From an optimization exercise on the open Yosys and OpenROAD flow, aimed at small area, a short achievable clock period and few clock cycles; shortcuts taken in it are not production practice. Function was checked by simulation only, so behaviour that the tests miss may differ from the original. Power and IR drop assume default switching activity.

// memory_functional_unit
module memory_functional_unit #(
   parameter int NS = 2,     
   parameter int NQ = 1,     
   parameter int EXCL = 0,
   parameter int GOSAFE = 0
) (
   input  logic         clk,
   input  logic         nrst,
   input  logic [119:0] i_issue,
   input  logic         i_issue_valid,
   output logic         o_issue_ready,
   input  logic [35:0]  i_cdb,
   input  logic         i_cdb_valid,
   input  logic [4:0]   i_commit,
   input  logic         i_commit_valid,
   output logic [35:0]  o_cdb,
   output logic         o_cdb_valid,
   input  logic         i_cdb_ready,
   output logic [72:0]  o_mem,
   output logic         o_mem_valid,
   input  logic         i_mem_ready
);
Settings: LEC_CHECK=0, CAP_MARGIN=20, CORE_MARGIN=2, CORE_UTILIZATION=60, SETUP_SLACK_MARGIN=3.0, SLEW_MARGIN=20; clock period 7.0 ns.
standard.sh (not shown) runs the stock make flow with config.mk's settings and CLKGATE_MAP_FILE= SYNTH_SCRIPT=/design/flow/synth_recipe.tcl, a recipe that flattens the netlist after the stock synthesis.
==> flow/flow/run.sh <==
#!/bin/bash
# Standard layout, with the port buffers made from the smallest buffer cell.
set -euo pipefail
bash standard.sh "BUFFER_PORTS_ARGS=-buffer_cell sky130_fd_sc_hd__buf_1" finish > standard_make.log 2>&1
Testbench counts at the start, summed over its fixed seeds: cycles 9,350.
Rerun with:
--- a/flow/design.v
+++ b/flow/design.v
@@ -78,30 +78,29 @@
    logic [31:0] cdb_val;
    assign cdb_tag = i_cdb[35:32];
    assign cdb_val = i_cdb[31:0];
    logic [3:0]  sb_rob   [NS];
    logic [1:0]  sb_lo    [NS];
    logic [31:0] sb_addr  [NS];
    logic [31:0] sb_data  [NS];
-   logic [3:0]  sb_dtag  [NS];
    logic        sb_dfill [NS];
    logic        sb_pend  [NS];    
    logic        sb_aok   [NS];    
    logic        sb_live  [NS];    
    logic        sb_canc  [NS];    
    logic [PW-1:0] sb_head, sb_tail, sb_cptr;    
    logic [SW-1:0] hd, tl, cp;
    assign hd = (NS > 1) ? sb_head[SW-1:0] : '0;
    assign tl = (NS > 1) ? sb_tail[SW-1:0] : '0;
    assign cp = (NS > 1) ? sb_cptr[SW-1:0] : '0;
    logic [3:0]    q_rob  [NQ];
    logic          q_st   [NQ];
    logic [1:0]    q_lo   [NQ];
-   logic [36:0]   q_base [NQ];
-   logic [36:0]   q_off  [NQ];
+   logic [32:0]   q_base [NQ];
+   logic [32:0]   q_off  [NQ];
    logic [SW-1:0] q_sbi  [NQ];
    logic [QW-1:0] q_head, q_tail;
    logic [QW:0]   q_cnt;
    logic [QW-1:0] qh;
    assign qh = (NQ > 1) ? q_head : '0;
    logic          a_valid;
    logic [3:0]    a_rob;
@@ -156,22 +155,25 @@
    assign q_pop    = qh_ready && (!a_valid || a_go);
    logic sb_can_alloc, accept, alloc;
    logic a_go_safe, q_pop_safe;
    assign sb_can_alloc  = !sb_pend[tl] && !(fr_valid && fr_idx == tl)
                           && !(EXCL == 1 && a_ld && !a_off && sb_live[tl]);
    assign a_go_safe     = a_st || (GOSAFE == 1 && a_off && !sel_st && i_mem_ready);
    assign q_pop_safe    = qh_ready && (!a_valid || a_go_safe);
-   assign o_issue_ready = (!q_full || q_pop_safe) && (sb_can_alloc || !is_st);
+   logic pass_ok;
+   assign pass_ok = !q_empty && !q_st[qh] && !qh_ready && !is_st && is_base[0] && is_off[0];
+   assign o_issue_ready = (!q_full || q_pop_safe || (pass_ok && (!a_valid || a_go_safe)))
+                          && (sb_can_alloc || !is_st);
    assign accept = i_issue_valid && o_issue_ready;
    assign alloc  = accept && is_st;
-   assign bypass = accept && q_empty && is_base[0] && is_off[0] && (!a_valid || a_go);
+   assign bypass = accept && (q_empty || pass_ok) && is_base[0] && is_off[0] && (!a_valid || a_go);
    logic [31:0] ad_base, ad_off, ad_sum;
    logic        ad_minus;
    always_comb begin
-      if (!q_empty) begin
+      if (qh_ready) begin
          ad_base  = q_base[qh][32:1];
          ad_off   = q_off[qh][32:1];
          ad_minus = (q_lo[qh] == 2'b01);
       end else begin
          ad_base  = is_base[32:1];
          ad_off   = is_off[32:1];
          ad_minus = (is_lo == 2'b01);
@@ -218,32 +220,31 @@
          q_tail   <= '0;
          q_cnt    <= '0;
          a_valid  <= 1'b0;
          fr_valid <= 1'b0;
          st_held  <= 1'b0;
       end else begin
          for (int e = 0; e < NS; e++) begin
-            if (i_cdb_valid && !sb_dfill[e] && sb_dtag[e] == cdb_tag) begin
+            if (i_cdb_valid && !sb_dfill[e] && sb_data[e][3:0] == cdb_tag) begin
                sb_data[e]  <= cdb_val;
                sb_dfill[e] <= 1'b1;
             end
          end
          for (int j = 0; j < NQ; j++) begin
-            if (i_cdb_valid && !q_base[j][0] && q_base[j][36:33] == cdb_tag) begin
-               q_base[j][32:0] <= {cdb_val, 1'b1};
+            if (i_cdb_valid && !q_base[j][0] && q_base[j][4:1] == cdb_tag) begin
+               q_base[j] <= {cdb_val, 1'b1};
             end
-            if (i_cdb_valid && !q_off[j][0] && q_off[j][36:33] == cdb_tag) begin
-               q_off[j][32:0] <= {cdb_val, 1'b1};
+            if (i_cdb_valid && !q_off[j][0] && q_off[j][4:1] == cdb_tag) begin
+               q_off[j] <= {cdb_val, 1'b1};
             end
          end
          if (alloc) begin
             sb_rob[tl]   <= is_rob;
             sb_lo[tl]    <= is_lo;
-            sb_dtag[tl]  <= is_data[36:33];
-            sb_data[tl]  <= is_data[32:1];
+            sb_data[tl]  <= {is_data[32:5], is_data[0] ? is_data[4:1] : is_data[36:33]};
             sb_dfill[tl] <= is_data[0];
             if (i_cdb_valid && !is_data[0] && is_data[36:33] == cdb_tag) begin
                sb_data[tl]  <= cdb_val;
                sb_dfill[tl] <= 1'b1;
             end
             sb_pend[tl] <= 1'b1;
             sb_aok[tl]  <= 1'b0;
@@ -252,21 +253,21 @@
             sb_tail     <= PW'(sb_tail + 1'b1);
          end
          if (accept && !bypass) begin
             q_rob[q_tail]  <= is_rob;
             q_st[q_tail]   <= is_st;
             q_lo[q_tail]   <= is_lo;
             q_sbi[q_tail]  <= tl;
-            q_base[q_tail] <= is_base;
-            q_off[q_tail]  <= is_off;
+            q_base[q_tail] <= {is_base[32:5], is_base[0] ? is_base[4:1] : is_base[36:33], is_base[0]};
+            q_off[q_tail]  <= {is_off[32:5],  is_off[0]  ? is_off[4:1]  : is_off[36:33],  is_off[0]};
             if (i_cdb_valid && !is_base[0] && is_base[36:33] == cdb_tag) begin
-               q_base[q_tail][32:0] <= {cdb_val, 1'b1};
+               q_base[q_tail] <= {cdb_val, 1'b1};
             end
             if (i_cdb_valid && !is_off[0] && is_off[36:33] == cdb_tag) begin
-               q_off[q_tail][32:0] <= {cdb_val, 1'b1};
+               q_off[q_tail] <= {cdb_val, 1'b1};
             end
             q_tail <= (NQ > 1) ? QW'(q_tail + 1'b1) : '0;
          end
          if (q_pop) begin
             q_head <= (NQ > 1) ? QW'(q_head + 1'b1) : '0;
          end
          q_cnt <= q_cnt + (accept && !bypass) - q_pop;
The new run passed the timing, DRC and antenna checks.
Global-route usage goes up by 0.34 points.
Sequential share of layout area goes down by 0.59 points.
Power goes down by about 13%.
Clock power goes down by 15%.
Routed wire length barely changes.
Fmax hardly moves.
Count of clock-buffer cells in the layout goes down by 4.
Utilization goes down by 0.44 points.
First-iteration DRC count goes up by about 3.7%.
Cell area goes down by about 4%.
Clock skew is about the same.
Setup slack gets worse by 0.0050 ns.
Testbench counts after the change, summed over its fixed seeds: cycles 9,134.

-- static timing again, ports no longer ideal --
The results above use ideal ports. As a check the final layouts listed here were re-extracted and re-timed, cells and wires unchanged. Step 1 assumes that a clkbuf_16 drives the clock port and a buf_2 every other input. Step 2, shift: input delay + t, output delay - t, t = (earliest + latest rising clock arrival at the registers) / 2. This alone moves slack from input paths to output paths. a / b / c = no drivers / after step 1 / after step 2; a / b = the first two.
run | shift t [ns] | setup WS [ns] | worst setup path at the end | latest minus earliest clock arrival (ns) | worst slew at a driven data input, ns
the first run | 0.556 | 2.767 / 2.714 / 2.275 | input to register | 0.014 / 0.013 | 0.10
the second run | 0.603 | 2.762 / 2.711 / 2.409 | input to register | 0.012 / 0.012 | 0.09
After both steps setup and hold are still met in every run listed. For the first run, which loses most, drivers alone change the setup slack by -0.053 ns; drivers and shift together by -0.492 ns.
